This is an optimization exercise on Yosys and OpenROAD, whose aim is small area, not a production implementation.
The RTL was checked by simulation tests, not by an equivalence proof against the original design.
No activity file was given, so power comes from the tool's default toggle rates.

## writeback_regfile
module writeback_regfile #(
    parameter int  XLEN  = riscv_pkg::XLEN,
    parameter int  NREGS = riscv_pkg::NREGS,
    parameter int  CNTW  = 16,
    localparam int REGW  = $clog2(NREGS)
) (
    input  logic            clk,
    input  logic            reset,
    input  logic            regwriteW,
    input  logic [1:0]      resultsrcW,
    input  logic [XLEN-1:0] aluresultW,
    input  logic [XLEN-1:0] readdataW,
    input  logic [REGW-1:0] rdW,
    input  logic [XLEN-1:0] pcplus4W,
    input  logic [REGW-1:0] rs1D,
    input  logic [REGW-1:0] rs2D,
    output logic [XLEN-1:0] rd1D,
    output logic [XLEN-1:0] rd2D,
    output logic [XLEN-1:0] resultW,
    output logic [CNTW-1:0] wrcount
);
Size in the first run: ~3700 cells after synthesis, roughly 1000 flip-flops, roughly 0.039 mm² of cells after synthesis.
==> flow/config.mk <==
export PLATFORM = sky130hd
export DESIGN_NAME = writeback_regfile
export DESIGN_NICKNAME = writeback_regfile
export VERILOG_FILES = /design/flow/design.v
export SDC_FILE = /design/flow/constraint.sdc
export NUM_CORES = 4
export LEC_CHECK = 0
export CAP_MARGIN = 20
export CORE_MARGIN = 2
export CORE_UTILIZATION = 65
export SLEW_MARGIN = 20
export SYNTH_HIERARCHICAL = 1
==> flow/constraint.sdc <==
create_clock -name core_clock -period 7.0 [get_ports {clk}]
set_input_delay 1.4000 -clock core_clock [delete_from_list [all_inputs] [get_ports {clk}]]
set_output_delay 1.4000 -clock core_clock [all_outputs]
set_load 0.01 [all_outputs]
standard.sh (not shown) runs the stock make flow with config.mk's settings and CLKGATE_MAP_FILE= SYNTH_SCRIPT=/design/flow/synth_recipe.tcl, a recipe that flattens the netlist after the stock synthesis.
==> flow/flow/run.sh <==
#!/bin/bash
# The standard ORFS layout (standard.sh) with two changes passed through ORFS's own
# variables:
#  - port buffers use buf_1, the smallest buffer (BUFFER_PORTS_ARGS);
#  - clock-tree synthesis uses clkbuf_8, clusters up to 18 sinks within 80 um and adds no
#    dummy loads (CTS_ARGS).
# Every tool's full log is under orfs/logs/; make's own output goes to standard.log.
export BUFFER_PORTS_ARGS="-buffer_cell sky130_fd_sc_hd__buf_1"
export CTS_ARGS="-sink_clustering_enable -repair_clock_nets -dont_use_dummy_load -buf_list {sky130_fd_sc_hd__clkbuf_8} -root_buf sky130_fd_sc_hd__clkbuf_8 -sink_clustering_size 18 -sink_clustering_max_diameter 80"
bash standard.sh > standard.log 2>&1
Change:
==> flow/flow/run.sh (replaced) <==
#!/bin/bash
export BUFFER_PORTS_ARGS="-buffer_cell sky130_fd_sc_hd__buf_1"
export CTS_ARGS="-sink_clustering_enable -repair_clock_nets -dont_use_dummy_load -buf_list {sky130_fd_sc_hd__clkbuf_4 sky130_fd_sc_hd__clkbuf_8} -root_buf sky130_fd_sc_hd__clkbuf_8"
bash standard.sh > standard.log 2>&1
Settings changed: CAP_MARGIN 20 to 0, CORE_UTILIZATION 65 to 40, GPL_TIMING_DRIVEN set to 0, SLEW_MARGIN 20 to 0.
Now the flow completed, yet does not pass: capacitance limit, slew limit; cell count rose by 11%; via count fell by 3.8%; global-route usage fell by 19 points; clock-buffer cell count rose by 104; combinational power stays flat; maximum frequency rose by 1.6%; sequential share of layout area fell by 3.6 points; register-to-register slack got worse by 0.02 ns; utilization fell by 24 points.
Change:
==> flow/flow/run.sh (replaced) <==
#!/bin/bash
# Standard layout, with clock-tree synthesis told not to add dummy loads.
cp standard.sh standard_copy.txt
export CTS_ARGS="-sink_clustering_enable -repair_clock_nets -dont_use_dummy_load"
bash standard.sh > standard.log 2>&1
Settings changed: CAP_MARGIN 0 to 20, CTS_BUF_LIST set to sky130_fd_sc_hd__clkbuf_4 sky130_fd_sc_hd__clkbuf_8, GPL_TIMING_DRIVEN 0 to not set, SLEW_MARGIN 0 to 20.
After rerunning: With this change the flow finished clean. Sequential cell count stays the same. Power came out higher by 4.6%. Worst hold slack improves by 0.0043 ns. Non-clock buffer count grows by 57. Synthesized cell count is unchanged. Via count decreases by 1.7%. Worst setup slack got worse by 0.20 ns.

---

Another version of the RTL of writeback_regfile (not shown whole).
Size: ~3900 cells after synthesis, ~39000 sq um of cells after synthesis.
export LEC_CHECK = 0
export CAP_MARGIN = 20
export CORE_MARGIN = 2
export CORE_UTILIZATION = 50
export GPL_TIMING_DRIVEN = 0
export SLEW_MARGIN = 20
export SYNTH_HIERARCHICAL = 1
create_clock -name core_clock -period 7.0 [get_ports {clk}]
==> flow/flow/run.sh <==
#!/bin/bash
# Layout flow: the standard ORFS flow (standard.sh), run in three parts so that the
# register-file flip-flops can be placed in a regular array between floorplan and placement.
#  - floorplan as standard;
#  - place_grid.tcl puts flip-flop (register k, bit b) at row band k, column b, FIRM,
#    and gives inverters with 16 or more loads the inv_2 size (same area as inv_1);
#  - placement as standard (global placement builds the logic around the fixed array);
#  - release.tcl makes the flip-flops ordinary placed cells again;
#  - CTS, routing and finish as standard.
# ORFS variables changed: port buffers use buf_1 (BUFFER_PORTS_ARGS); CTS uses clkbuf_8,
# clusters of up to 16 sinks within 80 um and no dummy loads (CTS_ARGS).
# Each tool's full log: orfs/logs/... (ORFS), grid.log, release.log; make output: std_*.log.
set -euo pipefail
export BUFFER_PORTS_ARGS="-buffer_cell sky130_fd_sc_hd__buf_1"
export CTS_ARGS="-sink_clustering_enable -repair_clock_nets -dont_use_dummy_load -buf_list {sky130_fd_sc_hd__clkbuf_8} -root_buf sky130_fd_sc_hd__clkbuf_8 -sink_clustering_size 16 -sink_clustering_max_diameter 80"
R=$PWD/orfs/results/sky130hd/writeback_regfile/base
bash standard.sh floorplan > std_floorplan.log 2>&1
GRID_ODB=$R/2_floorplan.odb openroad -no_init -exit flow/place_grid.tcl > grid.log 2>&1
bash standard.sh place > std_place.log 2>&1
GRID_ODB=$R/3_place.odb openroad -no_init -exit flow/release.tcl > release.log 2>&1
bash standard.sh finish > std_finish.log 2>&1
==> flow/flow/place_grid.tcl <==
# Place the register-file flip-flops in a regular array before global placement:
# register k (1..31) gets a horizontal band of rows, bit b (0..31) a column.
# Flip-flops are fixed (FIRM) so that global placement builds the read and write
# logic around them; they are released (PLACED) again after placement.
read_db $::env(GRID_ODB)
set blk [ord::get_db_block]
set rows [lsort -command {apply {{a b} {expr {[[$a getBBox] yMin] - [[$b getBBox] yMin]}}}} [$blk getRows]]
set nrows [llength $rows]
set site_w [[[lindex $rows 0] getSite] getWidth]
set cx0 [[[lindex $rows 0] getBBox] xMin]
set cx1 [[[lindex $rows 0] getBBox] xMax]
set cw [expr {$cx1 - $cx0}]

# occupied x intervals per row (tap cells)
array set occ {}
for {set r 0} {$r < $nrows} {incr r} { set occ($r) {} }
set rowy {}
foreach row $rows { lappend rowy [[$row getBBox] yMin] }
foreach inst [$blk getInsts] {
  if {[$inst getPlacementStatus] eq "NONE" || [$inst getPlacementStatus] eq "UNPLACED"} continue
  set bb [$inst getBBox]
  set r [lsearch -exact $rowy [$bb yMin]]
  if {$r >= 0} { lappend occ($r) [list [$bb xMin] [$bb xMax]] }
}

proc grid_free {r x w step dir} {
  global occ
  set moved 1
  while {$moved} {
    set moved 0
    foreach iv $occ($r) {
      if {$x < [lindex $iv 1] && $x + $w > [lindex $iv 0]} {
        set x [expr {$x + $dir * $step}]
        set moved 1
      }
    }
  }
  return $x
}

set nregs 31
set nbits 32
set placed 0
for {set k 1} {$k <= $nregs} {incr k} {
  set r0 [expr {int(floor(($k - 1) * double($nrows) / $nregs))}]
  for {set b 0} {$b < $nbits} {incr b} {
    set name "regs_r\\\[[expr {($k - 1) * $nbits + $b}]\\\]\$_DFF_P_"
    set inst [$blk findInst $name]
    if {$inst eq "NULL"} { puts "GRID: missing $name"; continue }
    set w [[$inst getMaster] getWidth]
    set r [expr {$r0 + ($b % 2)}]
    set row [lindex $rows $r]
    set y [[$row getBBox] yMin]
    set x [expr {$cx0 + int($b * double($cw) / $nbits)}]
    set x [expr {$cx0 + (($x - $cx0) / $site_w) * $site_w}]
    # nearest free spot to the right, else to the left, of the target
    set x0 $x
    set x [grid_free $r $x0 $w $site_w 1]
    if {$x + $w > $cx1} { set x [grid_free $r $x0 $w $site_w -1] }
    if {$x < $cx0 || $x + $w > $cx1} { puts "GRID: no room for $name"; continue }
    $inst setOrient [$row getOrient]
    $inst setLocation $x $y
    $inst setPlacementStatus FIRM
    lappend occ($r) [list $x [expr {$x + $w}]]
    incr placed
  }
}
puts "GRID: placed $placed flip-flops in $nrows rows"

# Inverters that drive a whole row or column (16 or more loads) use inv_2, which has the
# same footprint and area as inv_1 and twice its drive.
set inv2 [[ord::get_db] findMaster sky130_fd_sc_hd__inv_2]
set swapped 0
foreach inst [$blk getInsts] {
  if {[[$inst getMaster] getName] ne "sky130_fd_sc_hd__inv_1"} continue
  foreach it [$inst getITerms] {
    if {[$it isOutputSignal] && [$it getNet] ne "NULL" && [llength [[$it getNet] getITerms]] > 16} {
      $inst swapMaster $inv2
      incr swapped
    }
  }
}
puts "GRID: inv_1 -> inv_2 on $swapped high-fanout drivers"
write_db $::env(GRID_ODB)
Other scripts of this flow, unchanged in this note and not shown: flow/flow/release.tcl
Rerun with:
--- a/flow/flow/run.sh
+++ b/flow/flow/run.sh
@@ -3,6 +3,5 @@
 # register-file flip-flops can be placed in a regular array between floorplan and placement.
 #  - floorplan as standard;
-#  - place_grid.tcl puts flip-flop (register k, bit b) at row band k, column b, FIRM,
-#    and gives inverters with 16 or more loads the inv_2 size (same area as inv_1);
+#  - place_grid.tcl puts flip-flop (register k, bit b) at row band k, column b, FIRM;
 #  - placement as standard (global placement builds the logic around the fixed array);
 #  - release.tcl makes the flip-flops ordinary placed cells again;
--- a/flow/flow/place_grid.tcl
+++ b/flow/flow/place_grid.tcl
@@ -67,18 +67,3 @@
 }
 puts "GRID: placed $placed flip-flops in $nrows rows"
-
-# Inverters that drive a whole row or column (16 or more loads) use inv_2, which has the
-# same footprint and area as inv_1 and twice its drive.
-set inv2 [[ord::get_db] findMaster sky130_fd_sc_hd__inv_2]
-set swapped 0
-foreach inst [$blk getInsts] {
-  if {[[$inst getMaster] getName] ne "sky130_fd_sc_hd__inv_1"} continue
-  foreach it [$inst getITerms] {
-    if {[$it isOutputSignal] && [$it getNet] ne "NULL" && [llength [[$it getNet] getITerms]] > 16} {
-      $inst swapMaster $inv2
-      incr swapped
-    }
-  }
-}
-puts "GRID: inv_1 -> inv_2 on $swapped high-fanout drivers"
 write_db $::env(GRID_ODB)
Power hardly moves.
Non-clock buffer count climbs by 13.
Cell area goes up slightly.
Critical path depth does not change.
Final cell count barely changes.
Flip-flop and latch count is unchanged.
Synthesized area stays the same.
Clock power stays flat.
Count of clock-buffer cells in the layout does not change.

[afterwards: timing with drivers on the ports]
In the flow no input, the clock included, has a driving cell. The finished layouts below were timed again as built, in two steps.
Step 1, drivers: a clkbuf_16 drives clk and a buf_2 each remaining input, both assumed.
Step 2 also shifts input and output timing later by t, the mid clock arrival at the registers, as if the neighbouring blocks saw the same clock.
Slacks: ideal ports / drivers / drivers and shift; pairs: ideal ports / drivers.
run | t, ns | setup WS [ns] | hold WS [ns] | worst register clock-pin slew, ns | worst slew at a driven data input, ns
the first run of note 1 | 0.833 | 0.572 / 0.545 / 0.545 | 0.512 / 0.512 / 0.512 | 0.12 / 0.12 | 0.21
the second run of note 1 | 0.917 | 0.674 / 0.638 / 0.638 | 0.490 / 0.490 / 0.490 | 0.07 / 0.07 | 0.13
the third run of note 1 | 0.732 | 0.473 / 0.436 / 0.436 | 0.494 / 0.494 / 0.494 | 0.07 / 0.07 | 0.06
the first run of note 2 | 0.783 | 1.200 / 1.108 / 1.108 | 0.506 / 0.506 / 0.506 | 0.12 / 0.12 | 0.24
the second run of note 2 | 0.769 | 1.114 / 1.057 / 1.057 | 0.507 / 0.507 / 0.507 | 0.12 / 0.12 | 0.09
For the first run of note 2, which loses most, drivers alone change the setup slack by -0.092 ns; drivers and shift together by -0.092 ns.
